Background: an optimization exercise with open tools, aiming at small area, a short achievable clock period and few clock cycles. Do not read the settings as production practice. Where RTL was checked, it was by simulation tests only, not by an equivalence proof against the original.

==> 07-20 <==
Design bignum_top, start of the top module:
module bignum_top
(
    input  logic              i_clk,
    input  logic              i_rst_n,
    input  logic              i_req_valid,
    output logic              o_req_ready,
    input  logic [1:0]        i_req_op,
    input  logic [19:0]       i_req_a_addr,
    input  logic [19:0]       i_req_b_addr,
    input  logic [19:0]       i_req_dst_addr,
    input  logic [7:0]        i_req_a_len,
    input  logic [7:0]        i_req_b_len,
    output logic              o_rsp_valid,
    input  logic              i_rsp_ready,
    output logic [7:0]        o_rsp_len,
    output logic [19:0]       o_mem_addr,
    output logic              o_mem_we,
    output logic [15:0]       o_mem_wdata,
    input  logic [15:0]       i_mem_rdata
);
clock: 9.0 ns
lec_check: 0
abc_area: 1
abc_clock_period_in_ps: 3000
cap_margin: 20
core_margin: 5
core_utilization: 40
setup_slack_margin: 5
slew_margin: 20
standard.sh (not shown) runs the stock make flow with config.mk's settings and CLKGATE_MAP_FILE= SYNTH_SCRIPT=/design/flow/synth_recipe.tcl, a recipe that flattens the netlist after the stock synthesis.
==> flow/flow/run.sh <==
#!/bin/bash
# The standard layout flow (the standard.sh: the standard synthesis, then
# ORFS to the final layout with the same SDC and clock period), except that
# every input and output port gets a sky130_fd_sc_hd__buf_1 as its port
# buffer instead of the cell buffer_ports picks by default. Each tool's full
# output goes to its ORFS log under orfs/logs; make's output to standard.log.
set -euo pipefail
bash standard.sh "BUFFER_PORTS_ARGS=-buffer_cell sky130_fd_sc_hd__buf_1" finish > standard.log 2>&1
==> 04-05 (differences from 07-20) <==
--- a/flow/design.v
+++ b/flow/design.v
@@ -1186,17 +1186,17 @@
         endcase
         case (sel_o)
             O_X:     n_off = o_x;
             O_Y:     n_off = o_y;
             O_D:     n_off = o_d;
             default: n_off = o_w;
         endcase
         if (sel_z) n_off = 8'd0;
-        if (ready_q)
+        if (accept)
             n_addr = (i_req_op[1] && !swap) ? i_req_b_addr : i_req_a_addr;
         else
             n_addr = n_base + {12'd0, n_off};
     end
     always_ff @(posedge i_clk or negedge i_rst_n) begin
         if (!i_rst_n) begin
             state   <= S_IDLE;
             cur     <= S_IDLE;
@@ -1225,17 +1225,17 @@
                 we_f    <= n_we;
                 ready_q <= (state == S_IDLE);
                 rsp_q   <= (state == S_RESP);
                 we_q    <= we_f;
             end
         end
     end
     always_ff @(posedge i_clk) begin
-        if (ready_q) begin
+        if (accept) begin
             sel_b <= (i_req_op[1] && !swap) ? B_A : B_B;
             sel_o <= i_req_op[1] ? O_X : O_Y;
             sel_z <= 1'b0;
         end else begin
             sel_b <= n_bsel;
             sel_o <= n_osel;
             sel_z <= n_ozero;
         end
@@ -1243,18 +1243,18 @@
         cur_last   <= last_q;
         cur_chunk0 <= chunk0;
         cur_bz     <= b_z;
         cur_fl0    <= (state == S_FL) && (fl == k);
         cur_xr     <= xr;
     end
     always_ff @(posedge i_clk) begin
         addr_q <= n_addr;
-        xr     <= ready_q ? i_req_op[1] : ((n_state == S_LX) && (n_osel == O_X));
-        if (ready_q) begin
+        xr     <= accept ? i_req_op[1] : ((n_state == S_LX) && (n_osel == O_X));
+        if (accept) begin
             base_a <= i_req_a_addr;
             base_b <= i_req_b_addr;
             base_d <= i_req_dst_addr;
             o_x    <= i_req_op[1] ? 8'd0 : 8'd1;
             o_y    <= i_req_op[1] ? 8'd1 : 8'd0;
             o_d    <= 8'd0;
             o_w    <= 8'd0;
             swap_q <= swap;
@@ -1419,17 +1419,17 @@
         else if (v3) creg <= hi;
         if (v3) begin
             if (m3 == 2'd1) r0 <= lo;
             if (m3 == 2'd2) begin
                 r1 <= lo;
                 r2 <= hi;
             end
         end
-        if (ready_q) carry_q <= (i_req_op == 2'd1);
+        if (accept) carry_q <= (i_req_op == 2'd1);
         if (comp_q) begin
             wdata_q <= sum[15:0];
             carry_q <= sum[16];
         end else if (cur == S_W || cur == S_TW) begin
             wdata_q <= {15'd0, carry_q};
         end else if (v3 && (m3 == 2'd0 || l3)) begin
             wdata_q <= lo;
         end else if (cur == S_FL) begin
==> flow/flow/run.sh (replaced) <==
#!/bin/bash
set -euo pipefail
bash standard.sh SETUP_SLACK_MARGIN=6 finish > standard.log 2>&1
Settings changed: ABC_AREA 1 to unset.
==> 06-03 (differences from 07-20) <==
--- a/flow/design.v
+++ b/flow/design.v
@@ -1186,17 +1186,17 @@
         endcase
         case (sel_o)
             O_X:     n_off = o_x;
             O_Y:     n_off = o_y;
             O_D:     n_off = o_d;
             default: n_off = o_w;
         endcase
         if (sel_z) n_off = 8'd0;
-        if (ready_q)
+        if (accept)
             n_addr = (i_req_op[1] && !swap) ? i_req_b_addr : i_req_a_addr;
         else
             n_addr = n_base + {12'd0, n_off};
     end
     always_ff @(posedge i_clk or negedge i_rst_n) begin
         if (!i_rst_n) begin
             state   <= S_IDLE;
             cur     <= S_IDLE;
@@ -1225,17 +1225,17 @@
                 we_f    <= n_we;
                 ready_q <= (state == S_IDLE);
                 rsp_q   <= (state == S_RESP);
                 we_q    <= we_f;
             end
         end
     end
     always_ff @(posedge i_clk) begin
-        if (ready_q) begin
+        if (accept) begin
             sel_b <= (i_req_op[1] && !swap) ? B_A : B_B;
             sel_o <= i_req_op[1] ? O_X : O_Y;
             sel_z <= 1'b0;
         end else begin
             sel_b <= n_bsel;
             sel_o <= n_osel;
             sel_z <= n_ozero;
         end
@@ -1243,18 +1243,18 @@
         cur_last   <= last_q;
         cur_chunk0 <= chunk0;
         cur_bz     <= b_z;
         cur_fl0    <= (state == S_FL) && (fl == k);
         cur_xr     <= xr;
     end
     always_ff @(posedge i_clk) begin
         addr_q <= n_addr;
-        xr     <= ready_q ? i_req_op[1] : ((n_state == S_LX) && (n_osel == O_X));
-        if (ready_q) begin
+        xr     <= accept ? i_req_op[1] : ((n_state == S_LX) && (n_osel == O_X));
+        if (accept) begin
             base_a <= i_req_a_addr;
             base_b <= i_req_b_addr;
             base_d <= i_req_dst_addr;
             o_x    <= i_req_op[1] ? 8'd0 : 8'd1;
             o_y    <= i_req_op[1] ? 8'd1 : 8'd0;
             o_d    <= 8'd0;
             o_w    <= 8'd0;
             swap_q <= swap;
@@ -1419,17 +1419,17 @@
         else if (v3) creg <= hi;
         if (v3) begin
             if (m3 == 2'd1) r0 <= lo;
             if (m3 == 2'd2) begin
                 r1 <= lo;
                 r2 <= hi;
             end
         end
-        if (ready_q) carry_q <= (i_req_op == 2'd1);
+        if (accept) carry_q <= (i_req_op == 2'd1);
         if (comp_q) begin
             wdata_q <= sum[15:0];
             carry_q <= sum[16];
         end else if (cur == S_W || cur == S_TW) begin
             wdata_q <= {15'd0, carry_q};
         end else if (v3 && (m3 == 2'd0 || l3)) begin
             wdata_q <= lo;
         end else if (cur == S_FL) begin
==> flow/run.sh (new file) <==
#!/bin/bash
# synth_recipe.tcl (not shown) runs the flow's synth.tcl, then flattens the netlist and writes it again
# the make line also repeats each setting of config.mk as NAME=value (left out here)
make -C /OpenROAD-flow-scripts/flow DESIGN_CONFIG=/design/flow/config.mk WORK_HOME=/design/flow/orfs CLKGATE_MAP_FILE= SYNTH_SCRIPT=/design/flow/synth_recipe.tcl finish
Settings changed: ABC_AREA 1 to unset.
removed: flow/flow/run.sh
removed: flow/standard.sh
==> comparison <==
- Via count: 06-03 is smaller than 04-05 (7.0%).
- The highest routed wire length belongs to 04-05, the lowest to 07-20.
- The lowest setup slack belongs to 06-03, the highest to 04-05.
- Of 04-05 and 06-03, 06-03 has the higher critical path depth (gap 3).
- Register-to-register slack: 04-05 is higher than 07-20 (0.09 ns).
- Sequential share of layout area: 04-05 is lower than 07-20 (7.4 points).
Testbench counts of 04-05, summed over its fixed seeds: cycles 11,912.
Testbench counts of 06-03, summed over its fixed seeds: cycles 11,912.
The RTL of 07-20 was laid out without a check of its function.

---

==> harbor: inputs <==
Another version of the RTL of bignum_top (not shown whole).
clock: 9.0 ns
lec_check: 0
abc_area: 1
abc_clock_period_in_ps: 3000
cap_margin: 20
core_margin: 5
core_utilization: 40
setup_slack_margin: 5
slew_margin: 20
==> flow/flow/run.sh <==
#!/bin/bash
# The standard layout flow (the standard.sh: the standard synthesis, then
# ORFS to the final layout with the same SDC and clock period) with two
# changes to how the layout is made:
#  - every input and output port still gets a buffer, but a
#    sky130_fd_sc_hd__buf_1 instead of the cell buffer_ports picks by default;
set -euo pipefail
bash standard.sh "BUFFER_PORTS_ARGS=-buffer_cell sky130_fd_sc_hd__buf_1" SETUP_SLACK_MARGIN=5.85 finish > standard.log 2>&1
==> nickel (differences from harbor) <==
==> flow/flow/run.sh (replaced) <==
#!/bin/bash
# The standard layout flow (the standard.sh: the standard synthesis, then
# ORFS to the final layout with the same SDC and clock period), except that
# every input and output port gets a sky130_fd_sc_hd__buf_1 as its port
# buffer instead of the cell buffer_ports picks by default. Each tool's full
# output goes to its ORFS log under orfs/logs; make's output to standard.log.
set -euo pipefail
bash standard.sh "BUFFER_PORTS_ARGS=-buffer_cell sky130_fd_sc_hd__buf_1" SETUP_SLACK_MARGIN=5.4 finish > standard.log 2>&1
==> results.ini <==
[final_layout]
fillers = 6704
nNonClkBuffers = 169

[placed_design]
pre_cts_slack_ns = 5.28
dp_cells = 4217

[global_route]
grtUsageMet2_pct = 34.7

[outcome]
status = complete, no violations

[drt]
wl_met1_mm = 34.2

[hold_path]
worstHoldStart = x1[6]

The numbers above come from nickel.

==> results.ini <==
[outcome]
status = complete, no violations

[synth]
synth_top_family_by_area = simple AND/OR/NAND/NOR gates
synth_fa_ha_area_share_pct = 16.2

[drt]
wire_per_inst_um = 19.5

[placed_design]
dp_cells = 4218
pre_cts_slack_ns = 5.19
hpwlAfterDp_mm = 62.6

[final_layout]
nNonClkBuffers = 250
layout_commonest_cell = nand2_1

[hold_path]
worstHoldStart = x1[2]

[global_route]
grtUsageMet2_pct = 36.0

The numbers above come from harbor.

Testbench counts of harbor, summed over its fixed seeds: cycles 11,716.
Testbench counts of nickel, summed over its fixed seeds: cycles 11,716.

---

==> v16: inputs <==
bignum_top, a different RTL version from the one above (not shown whole).
Settings: LEC_CHECK=0, ABC_AREA=1, ABC_CLOCK_PERIOD_IN_PS=3000, CAP_MARGIN=20, CORE_MARGIN=5, CORE_UTILIZATION=40, SETUP_SLACK_MARGIN=5, SLEW_MARGIN=20; clock period 9.0 ns.
==> flow/flow/run.sh <==
#!/bin/bash
# The standard layout flow (the standard.sh: the standard synthesis, then
# ORFS to the final layout with the same SDC and clock period), except that
# every input and output port gets a sky130_fd_sc_hd__buf_1 as its port
# buffer instead of the cell buffer_ports picks by default. Each tool's full
# output goes to its ORFS log under orfs/logs; make's output to standard.log.
set -euo pipefail
bash standard.sh "BUFFER_PORTS_ARGS=-buffer_cell sky130_fd_sc_hd__buf_1" finish > standard.log 2>&1
==> v9 (differences from v16) <==
--- a/flow/design.v
+++ b/flow/design.v
@@ -989,14 +989,15 @@
     output logic [19:0]       o_mem_addr,
     output logic              o_mem_we,
     output logic [15:0]       o_mem_wdata,
     input  logic [15:0]       i_mem_rdata
 );
     typedef enum logic [3:0] {
         S_IDLE,
+        S_NOP,   
         S_RESP,
         S_RA,    
         S_RB,    
         S_W,     
         S_BUB,   
         S_TW,    
         S_LB,    
@@ -1009,23 +1010,22 @@
     localparam logic [1:0] B_A = 2'd0, B_B = 2'd1, B_D = 2'd2;
     localparam logic [1:0] O_X = 2'd0, O_Y = 2'd1, O_D = 2'd2, O_W = 2'd3;
     state_e      state, cur;
     logic        cur_j0, cur_last, cur_chunk0, cur_bz, cur_fl0, cur_xr;
     logic        we_f;                   
     logic [1:0]  sel_b, sel_o;           
     logic        sel_z;                  
-    logic        sel_c;                  
     logic        ready_q;
     logic        rsp_q;
     logic        we_q;
     logic [19:0] addr_q;
     logic [15:0] wdata_q;
     logic [19:0] base_a, base_b, base_d;
-    logic [7:0]  o_x, o_y, o_w;         
-    logic        swap_q;
+    logic [7:0]  o_x, o_y, o_d, o_w;    
+    logic        swap_q, mfirst;
     logic        is_sub, is_add;
     logic [7:0]  cnt_a, cnt_b, ylen;
     logic        a_z, a_o, b_z, b_o;      
     logic        elem0, was_ra, comp_q, carry_q, tw;
     logic [1:0]  k, lx, kx, fl;          
     logic        xr;                     
     logic        chunk0, j0, last_q;
@@ -1045,45 +1045,33 @@
     assign o_mem_wdata = wdata_q;
     logic        accept;
     logic        swap;
     state_e      n_state;
     logic        n_we;
     logic [1:0]  n_bsel, n_osel;
     logic        n_ozero;
-    logic        n_oinc;
     logic [19:0] n_base;
     logic [7:0]  n_off;
     logic [19:0] n_addr;
     logic [1:0]  b_x, b_y;
-    logic [7:0]  x_len, y_len;           
+    logic [7:0]  x_len, y_len;
     logic        m1_valid;
     logic [1:0]  m1_slot;
     assign accept = i_req_valid && ready_q && (state == S_IDLE);
     assign swap   = (i_req_b_len < i_req_a_len);
     assign b_x    = swap_q ? B_B : B_A;
     assign b_y    = swap_q ? B_A : B_B;
-    assign x_len  = swap ? i_req_b_len : i_req_a_len;
-    assign y_len  = swap ? i_req_a_len : i_req_b_len;
-    logic        a_gt2, b_gt2, a_eq1, b_eq1;
-    logic [1:0]  a_k, b_k, a_kx, b_kx;
-    assign a_gt2 = (i_req_a_len > 8'd2);
-    assign b_gt2 = (i_req_b_len > 8'd2);
-    assign a_eq1 = (i_req_a_len == 8'd1);
-    assign b_eq1 = (i_req_b_len == 8'd1);
-    assign a_k   = a_gt2 ? 2'd3 : i_req_a_len[1:0];
-    assign b_k   = b_gt2 ? 2'd3 : i_req_b_len[1:0];
-    assign a_kx  = a_gt2 ? 2'd2 : (i_req_a_len[1:0] - 2'd1);
-    assign b_kx  = b_gt2 ? 2'd2 : (i_req_b_len[1:0] - 2'd1);
+    assign x_len  = (mfirst && swap_q) ? ylen : cnt_a;
+    assign y_len  = (mfirst && swap_q) ? cnt_a : ylen;
     always_comb begin
         n_state = state;
         n_we    = 1'b0;
         n_bsel  = B_D;
         n_osel  = O_W;
         n_ozero = 1'b0;
-        n_oinc  = 1'b0;
         case (state)
             S_IDLE: ;
             S_RESP: ;
             S_RA: begin
                 if (!b_z) begin
                     n_state = S_RB;
                     n_bsel  = B_B;
@@ -1171,15 +1159,14 @@
                     n_bsel  = b_y;
                     n_osel  = O_Y;
                 end
             end
             S_IT2: begin
                 n_state = S_IT0;
                 n_osel  = O_D;
-                n_oinc  = 1'b1;
             end
             S_FL: begin
                 if (fl != 2'd0) begin
                     n_state = S_FL;
                     n_we    = 1'b1;
                 end else if (!a_z) begin
                     n_state = S_LB;
@@ -1197,34 +1184,35 @@
             B_A:     n_base = base_a;
             B_B:     n_base = base_b;
             default: n_base = base_d;
         endcase
         case (sel_o)
             O_X:     n_off = o_x;
             O_Y:     n_off = o_y;
+            O_D:     n_off = o_d;
             default: n_off = o_w;
         endcase
         if (sel_z) n_off = 8'd0;
-        if (ready_q)
-            n_addr = (i_req_op[1] && !swap) ? i_req_b_addr : i_req_a_addr;
+        if (accept)
+            n_addr = i_req_a_addr;
         else
-            n_addr = n_base + {12'd0, n_off} + {19'd0, sel_c};
+            n_addr = n_base + {12'd0, n_off};
     end
     always_ff @(posedge i_clk or negedge i_rst_n) begin
         if (!i_rst_n) begin
             state   <= S_IDLE;
             cur     <= S_IDLE;
             we_f    <= 1'b0;
             ready_q <= 1'b1;
             rsp_q   <= 1'b0;
             we_q    <= 1'b0;
         end else begin
             if (accept) begin
-                state   <= i_req_op[1] ? S_LX : S_RB;
-                cur     <= i_req_op[1] ? S_LB : S_RA;
+                state   <= i_req_op[1] ? S_LB : S_RB;
+                cur     <= i_req_op[1] ? S_NOP : S_RA;
                 we_f    <= 1'b0;
                 ready_q <= 1'b0;
                 rsp_q   <= 1'b0;
                 we_q    <= 1'b0;
             end else if (cur == S_RESP && i_rsp_ready) begin
                 state   <= S_IDLE;
                 cur     <= S_IDLE;
@@ -1239,71 +1227,61 @@
                 ready_q <= (state == S_IDLE);
                 rsp_q   <= (state == S_RESP);
                 we_q    <= we_f;
             end
         end
     end
     always_ff @(posedge i_clk) begin
-        if (ready_q) begin
-            sel_b <= (i_req_op[1] && !swap) ? B_A : B_B;
-            sel_o <= i_req_op[1] ? O_X : O_Y;
-            sel_z <= 1'b0;
-            sel_c <= 1'b0;
+        if (accept) begin
+            sel_b <= B_B;
+            sel_o <= O_Y;
+            sel_z <= i_req_op[1];
+            if (i_req_op[1] && !swap) sel_b <= B_B;
+            else if (i_req_op[1]) sel_b <= B_A;
         end else begin
             sel_b <= n_bsel;
             sel_o <= n_osel;
             sel_z <= n_ozero;
-            sel_c <= n_oinc;
         end
         cur_j0     <= j0;
         cur_last   <= last_q;
         cur_chunk0 <= chunk0;
         cur_bz     <= b_z;
         cur_fl0    <= (state == S_FL) && (fl == k);
         cur_xr     <= xr;
     end
     always_ff @(posedge i_clk) begin
         addr_q <= n_addr;
-        xr     <= ready_q ? i_req_op[1] : ((n_state == S_LX) && (n_osel == O_X));
-        if (ready_q) begin
+        xr     <= accept ? 1'b0 : ((n_state == S_LX) && (n_osel == O_X));
+        if (accept) begin
             base_a <= i_req_a_addr;
             base_b <= i_req_b_addr;
             base_d <= i_req_dst_addr;
             o_x    <= i_req_op[1] ? 8'd0 : 8'd1;
             o_y    <= i_req_op[1] ? 8'd1 : 8'd0;
             o_w    <= 8'd0;
+            cnt_a  <= i_req_op[1] ? i_req_a_len : (i_req_a_len - 8'd1);
+            cnt_b  <= i_req_b_len;
+            a_z    <= i_req_op[1] ? 1'b0 : (i_req_a_len == 8'd1);
+            a_o    <= i_req_op[1] ? (i_req_a_len == 8'd1) : (i_req_a_len == 8'd2);
+            b_z    <= (i_req_b_len == 8'd0);
+            b_o    <= (i_req_b_len == 8'd1);
+            ylen   <= i_req_b_len;
             swap_q <= swap;
             is_sub <= (i_req_op == 2'd1);
             is_add <= (i_req_op == 2'd0);
             elem0  <= 1'b1;
+            mfirst <= 1'b1;
             chunk0 <= 1'b1;
-            if (i_req_op[1]) begin
-                k      <= swap ? b_k : a_k;
-                kx     <= swap ? b_kx : a_kx;
-                lx     <= 2'd3;
-                cnt_a  <= x_len;
-                a_z    <= 1'b0;
-                a_o    <= swap ? b_eq1 : a_eq1;
-                ylen   <= y_len;
-                cnt_b  <= y_len;
-                last_q <= swap ? a_eq1 : b_eq1;
-                j0     <= 1'b1;
-            end else begin
-                cnt_a  <= i_req_a_len - 8'd1;
-                a_z    <= (i_req_a_len == 8'd1);
-                a_o    <= (i_req_a_len == 8'd2);
-                cnt_b  <= i_req_b_len;
-                b_z    <= 1'b0;
-                b_o    <= (i_req_b_len == 8'd1);
-            end
         end else begin
             if (state != S_IDLE && state != S_RESP && !sel_z) begin
                 case (sel_o)
                     O_X: o_x <= o_x + 8'd1;
                     O_Y: o_y <= o_y + 8'd1;
+                    O_D: o_d <= o_d + 8'd1;
                     default: if (we_f) o_w <= o_w + 8'd1;
                 endcase
             end
             case (state)
                 S_RA: begin
                     cnt_a <= cnt_a - 8'd1;
                     a_z   <= a_o;
@@ -1316,20 +1294,26 @@
                     b_o   <= (cnt_b == 8'd2);
                     elem0 <= 1'b0;
                 end
                 S_W:   if (a_z && b_z) tw <= is_add;
                 S_BUB: tw <= is_add;
                 S_TW:  tw <= 1'b0;
                 S_LB: begin
-                    k      <= (cnt_a > 8'd2) ? 2'd3 : cnt_a[1:0];
-                    kx     <= (cnt_a > 8'd2) ? 2'd2 : (cnt_a[1:0] - 2'd1);
+                    k      <= (x_len > 8'd2) ? 2'd3 : x_len[1:0];
+                    kx     <= (x_len > 8'd2) ? 2'd2 : (x_len[1:0] - 2'd1);
                     lx     <= 2'd3;
-                    cnt_b  <= ylen;
-                    last_q <= (ylen == 8'd1);
+                    cnt_a  <= x_len;
+                    a_z    <= (x_len == 8'd0);
+                    a_o    <= (x_len == 8'd1);
+                    ylen   <= y_len;
+                    cnt_b  <= y_len;
+                    last_q <= (y_len == 8'd1);
                     j0     <= 1'b1;
+                    mfirst <= 1'b0;
+                    o_d    <= o_x;
                     o_w    <= o_x;
                 end
                 S_LX: begin
                     if (xr) begin
                         cnt_a <= cnt_a - 8'd1;
                         a_z   <= a_o;
                         a_o   <= (cnt_a == 8'd2);
@@ -1432,15 +1416,15 @@
         if (v3) begin
             if (m3 == 2'd1) r0 <= lo;
             if (m3 == 2'd2) begin
                 r1 <= lo;
                 r2 <= hi;
             end
         end
-        if (ready_q) carry_q <= (i_req_op == 2'd1);
+        if (accept) carry_q <= (i_req_op == 2'd1);
         if (comp_q) begin
             wdata_q <= sum[15:0];
             carry_q <= sum[16];
         end else if (cur == S_W || cur == S_TW) begin
             wdata_q <= {15'd0, carry_q};
         end else if (v3 && (m3 == 2'd0 || l3)) begin
             wdata_q <= lo;
==> flow/run.sh (new file) <==
#!/bin/bash
# synth_recipe.tcl (not shown) runs the flow's synth.tcl, then flattens the netlist and writes it again
# the make line also repeats each setting of config.mk as NAME=value (left out here)
make -C /OpenROAD-flow-scripts/flow DESIGN_CONFIG=/design/flow/config.mk WORK_HOME=/design/flow/orfs CLKGATE_MAP_FILE= SYNTH_SCRIPT=/design/flow/synth_recipe.tcl finish
Settings changed: ABC_AREA 1 to not set.
removed: flow/flow/run.sh
removed: flow/standard.sh
==> v19 (differences from v16) <==
--- a/flow/design.v
+++ b/flow/design.v
@@ -1009,22 +1009,21 @@
     localparam logic [1:0] B_A = 2'd0, B_B = 2'd1, B_D = 2'd2;
     localparam logic [1:0] O_X = 2'd0, O_Y = 2'd1, O_D = 2'd2, O_W = 2'd3;
     state_e      state, cur;
     logic        cur_j0, cur_last, cur_chunk0, cur_bz, cur_fl0, cur_xr;
     logic        we_f;                   
     logic [1:0]  sel_b, sel_o;           
     logic        sel_z;                  
-    logic        sel_c;                  
     logic        ready_q;
     logic        rsp_q;
     logic        we_q;
     logic [19:0] addr_q;
     logic [15:0] wdata_q;
     logic [19:0] base_a, base_b, base_d;
-    logic [7:0]  o_x, o_y, o_w;         
+    logic [7:0]  o_x, o_y, o_d, o_w;    
     logic        swap_q;
     logic        is_sub, is_add;
     logic [7:0]  cnt_a, cnt_b, ylen;
     logic        a_z, a_o, b_z, b_o;      
     logic        elem0, was_ra, comp_q, carry_q, tw;
     logic [1:0]  k, lx, kx, fl;          
     logic        xr;                     
@@ -1045,45 +1044,33 @@
     assign o_mem_wdata = wdata_q;
     logic        accept;
     logic        swap;
     state_e      n_state;
     logic        n_we;
     logic [1:0]  n_bsel, n_osel;
     logic        n_ozero;
-    logic        n_oinc;
     logic [19:0] n_base;
     logic [7:0]  n_off;
     logic [19:0] n_addr;
     logic [1:0]  b_x, b_y;
     logic [7:0]  x_len, y_len;           
     logic        m1_valid;
     logic [1:0]  m1_slot;
     assign accept = i_req_valid && ready_q && (state == S_IDLE);
     assign swap   = (i_req_b_len < i_req_a_len);
     assign b_x    = swap_q ? B_B : B_A;
     assign b_y    = swap_q ? B_A : B_B;
     assign x_len  = swap ? i_req_b_len : i_req_a_len;
     assign y_len  = swap ? i_req_a_len : i_req_b_len;
-    logic        a_gt2, b_gt2, a_eq1, b_eq1;
-    logic [1:0]  a_k, b_k, a_kx, b_kx;
-    assign a_gt2 = (i_req_a_len > 8'd2);
-    assign b_gt2 = (i_req_b_len > 8'd2);
-    assign a_eq1 = (i_req_a_len == 8'd1);
-    assign b_eq1 = (i_req_b_len == 8'd1);
-    assign a_k   = a_gt2 ? 2'd3 : i_req_a_len[1:0];
-    assign b_k   = b_gt2 ? 2'd3 : i_req_b_len[1:0];
-    assign a_kx  = a_gt2 ? 2'd2 : (i_req_a_len[1:0] - 2'd1);
-    assign b_kx  = b_gt2 ? 2'd2 : (i_req_b_len[1:0] - 2'd1);
     always_comb begin
         n_state = state;
         n_we    = 1'b0;
         n_bsel  = B_D;
         n_osel  = O_W;
         n_ozero = 1'b0;
-        n_oinc  = 1'b0;
         case (state)
             S_IDLE: ;
             S_RESP: ;
             S_RA: begin
                 if (!b_z) begin
                     n_state = S_RB;
                     n_bsel  = B_B;
@@ -1171,15 +1158,14 @@
                     n_bsel  = b_y;
                     n_osel  = O_Y;
                 end
             end
             S_IT2: begin
                 n_state = S_IT0;
                 n_osel  = O_D;
-                n_oinc  = 1'b1;
             end
             S_FL: begin
                 if (fl != 2'd0) begin
                     n_state = S_FL;
                     n_we    = 1'b1;
                 end else if (!a_z) begin
                     n_state = S_LB;
@@ -1197,21 +1183,22 @@
             B_A:     n_base = base_a;
             B_B:     n_base = base_b;
             default: n_base = base_d;
         endcase
         case (sel_o)
             O_X:     n_off = o_x;
             O_Y:     n_off = o_y;
+            O_D:     n_off = o_d;
             default: n_off = o_w;
         endcase
         if (sel_z) n_off = 8'd0;
         if (ready_q)
             n_addr = (i_req_op[1] && !swap) ? i_req_b_addr : i_req_a_addr;
         else
-            n_addr = n_base + {12'd0, n_off} + {19'd0, sel_c};
+            n_addr = n_base + {12'd0, n_off};
     end
     always_ff @(posedge i_clk or negedge i_rst_n) begin
         if (!i_rst_n) begin
             state   <= S_IDLE;
             cur     <= S_IDLE;
             we_f    <= 1'b0;
             ready_q <= 1'b1;
@@ -1243,20 +1230,18 @@
         end
     end
     always_ff @(posedge i_clk) begin
         if (ready_q) begin
             sel_b <= (i_req_op[1] && !swap) ? B_A : B_B;
             sel_o <= i_req_op[1] ? O_X : O_Y;
             sel_z <= 1'b0;
-            sel_c <= 1'b0;
         end else begin
             sel_b <= n_bsel;
             sel_o <= n_osel;
             sel_z <= n_ozero;
-            sel_c <= n_oinc;
         end
         cur_j0     <= j0;
         cur_last   <= last_q;
         cur_chunk0 <= chunk0;
         cur_bz     <= b_z;
         cur_fl0    <= (state == S_FL) && (fl == k);
         cur_xr     <= xr;
@@ -1266,44 +1251,46 @@
         xr     <= ready_q ? i_req_op[1] : ((n_state == S_LX) && (n_osel == O_X));
         if (ready_q) begin
             base_a <= i_req_a_addr;
             base_b <= i_req_b_addr;
             base_d <= i_req_dst_addr;
             o_x    <= i_req_op[1] ? 8'd0 : 8'd1;
             o_y    <= i_req_op[1] ? 8'd1 : 8'd0;
+            o_d    <= 8'd0;
             o_w    <= 8'd0;
             swap_q <= swap;
             is_sub <= (i_req_op == 2'd1);
             is_add <= (i_req_op == 2'd0);
             elem0  <= 1'b1;
             chunk0 <= 1'b1;
             if (i_req_op[1]) begin
-                k      <= swap ? b_k : a_k;
-                kx     <= swap ? b_kx : a_kx;
+                k      <= (x_len > 8'd2) ? 2'd3 : x_len[1:0];
+                kx     <= (x_len > 8'd2) ? 2'd2 : (x_len[1:0] - 2'd1);
                 lx     <= 2'd3;
                 cnt_a  <= x_len;
                 a_z    <= 1'b0;
-                a_o    <= swap ? b_eq1 : a_eq1;
+                a_o    <= (x_len == 8'd1);
                 ylen   <= y_len;
                 cnt_b  <= y_len;
-                last_q <= swap ? a_eq1 : b_eq1;
+                last_q <= (y_len == 8'd1);
                 j0     <= 1'b1;
             end else begin
                 cnt_a  <= i_req_a_len - 8'd1;
                 a_z    <= (i_req_a_len == 8'd1);
                 a_o    <= (i_req_a_len == 8'd2);
                 cnt_b  <= i_req_b_len;
                 b_z    <= 1'b0;
                 b_o    <= (i_req_b_len == 8'd1);
             end
         end else begin
             if (state != S_IDLE && state != S_RESP && !sel_z) begin
                 case (sel_o)
                     O_X: o_x <= o_x + 8'd1;
                     O_Y: o_y <= o_y + 8'd1;
+                    O_D: o_d <= o_d + 8'd1;
                     default: if (we_f) o_w <= o_w + 8'd1;
                 endcase
             end
             case (state)
                 S_RA: begin
                     cnt_a <= cnt_a - 8'd1;
                     a_z   <= a_o;
@@ -1322,14 +1309,15 @@
                 S_LB: begin
                     k      <= (cnt_a > 8'd2) ? 2'd3 : cnt_a[1:0];
                     kx     <= (cnt_a > 8'd2) ? 2'd2 : (cnt_a[1:0] - 2'd1);
                     lx     <= 2'd3;
                     cnt_b  <= ylen;
                     last_q <= (ylen == 8'd1);
                     j0     <= 1'b1;
+                    o_d    <= o_x;
                     o_w    <= o_x;
                 end
                 S_LX: begin
                     if (xr) begin
                         cnt_a <= cnt_a - 8'd1;
                         a_z   <= a_o;
                         a_o   <= (cnt_a == 8'd2);
==> flow/run.sh (new file) <==
#!/bin/bash
# synth_recipe.tcl (not shown) runs the flow's synth.tcl, then flattens the netlist and writes it again
# the make line also repeats each setting of config.mk as NAME=value (left out here)
make -C /OpenROAD-flow-scripts/flow DESIGN_CONFIG=/design/flow/config.mk WORK_HOME=/design/flow/orfs CLKGATE_MAP_FILE= SYNTH_SCRIPT=/design/flow/synth_recipe.tcl finish
Settings changed: CTS_BUF_LIST set to sky130_fd_sc_hd__clkbuf_4 sky130_fd_sc_hd__clkbuf_8.
removed: flow/flow/run.sh
removed: flow/standard.sh
==> run notes <==
v9 produced a clean layout. v16 went through all stages and came out clean. v19 went through all stages and came out clean.
Final cell count, highest first: v16, v19, v9.
Routed wire length, highest first: v9, v19, v16.
Of v9 and v16, v9 has the higher critical path depth (gap 10).
Testbench counts of v16, summed over its fixed seeds: cycles 11,912.
Testbench counts of v9, summed over its fixed seeds: cycles 11,993.
No functional check of the RTL was part of v19.

[afterwards: timing with drivers on the ports]
No port has a modelled driver above. Below, the same layouts with a new extraction and two added sets of constraints. Step 1 (the two cells are an assumption about what drives the block):
set clk [get_ports {i_clk}]
set_driving_cell -lib_cell sky130_fd_sc_hd__clkbuf_16 $clk
set_driving_cell -lib_cell sky130_fd_sc_hd__buf_2 [delete_from_list [all_inputs] $clk]
Step 2, shift: input delay + t, output delay - t, t = (earliest + latest rising clock arrival at the registers) / 2. This alone moves slack from input paths to output paths. Three values: ideal, step 1, step 2; two values: the first two.
| run | shift t [ns] | setup slack, ns | hold slack, ns | worst data-port slew with drivers (ns) | pins driven straight from the clock port |
|---|---|---|---|---|---|
| 07-20 | 0.645 | 5.135 / 5.135 / 4.564 | 0.323 / 0.323 / 0.323 | 0.07 | 1 |
| 04-05 | 0.643 | 5.229 / 5.229 / 4.600 | 0.321 / 0.321 / 0.321 | 0.11 | 1 |
| 06-03 | 0.655 | 5.077 / 5.115 / 4.460 | 0.320 / 0.320 / 0.320 | 0.11 | 1 |
| harbor | 0.663 | 5.743 / 5.743 / 5.448 | 0.320 / 0.320 / 0.320 | 0.10 | 1 |
| nickel | 0.669 | 5.532 / 5.495 / 5.319 | 0.322 / 0.322 / 0.322 | 0.10 | 1 |
| v16 | 0.649 | 5.064 / 5.002 / 4.712 | 0.325 / 0.325 / 0.325 | 0.10 | 1 |
| v9 | 0.630 | 5.103 / 5.103 / 4.654 | 0.325 / 0.325 / 0.325 | 0.12 | 1 |
| v19 | 0.696 | 5.149 / 5.108 / 4.507 | 0.322 / 0.322 / 0.322 | 0.09 | 1 |
After both steps every run listed still meets setup and hold. For v19, which loses most, drivers alone change the setup slack by -0.041 ns; drivers and shift together by -0.642 ns.
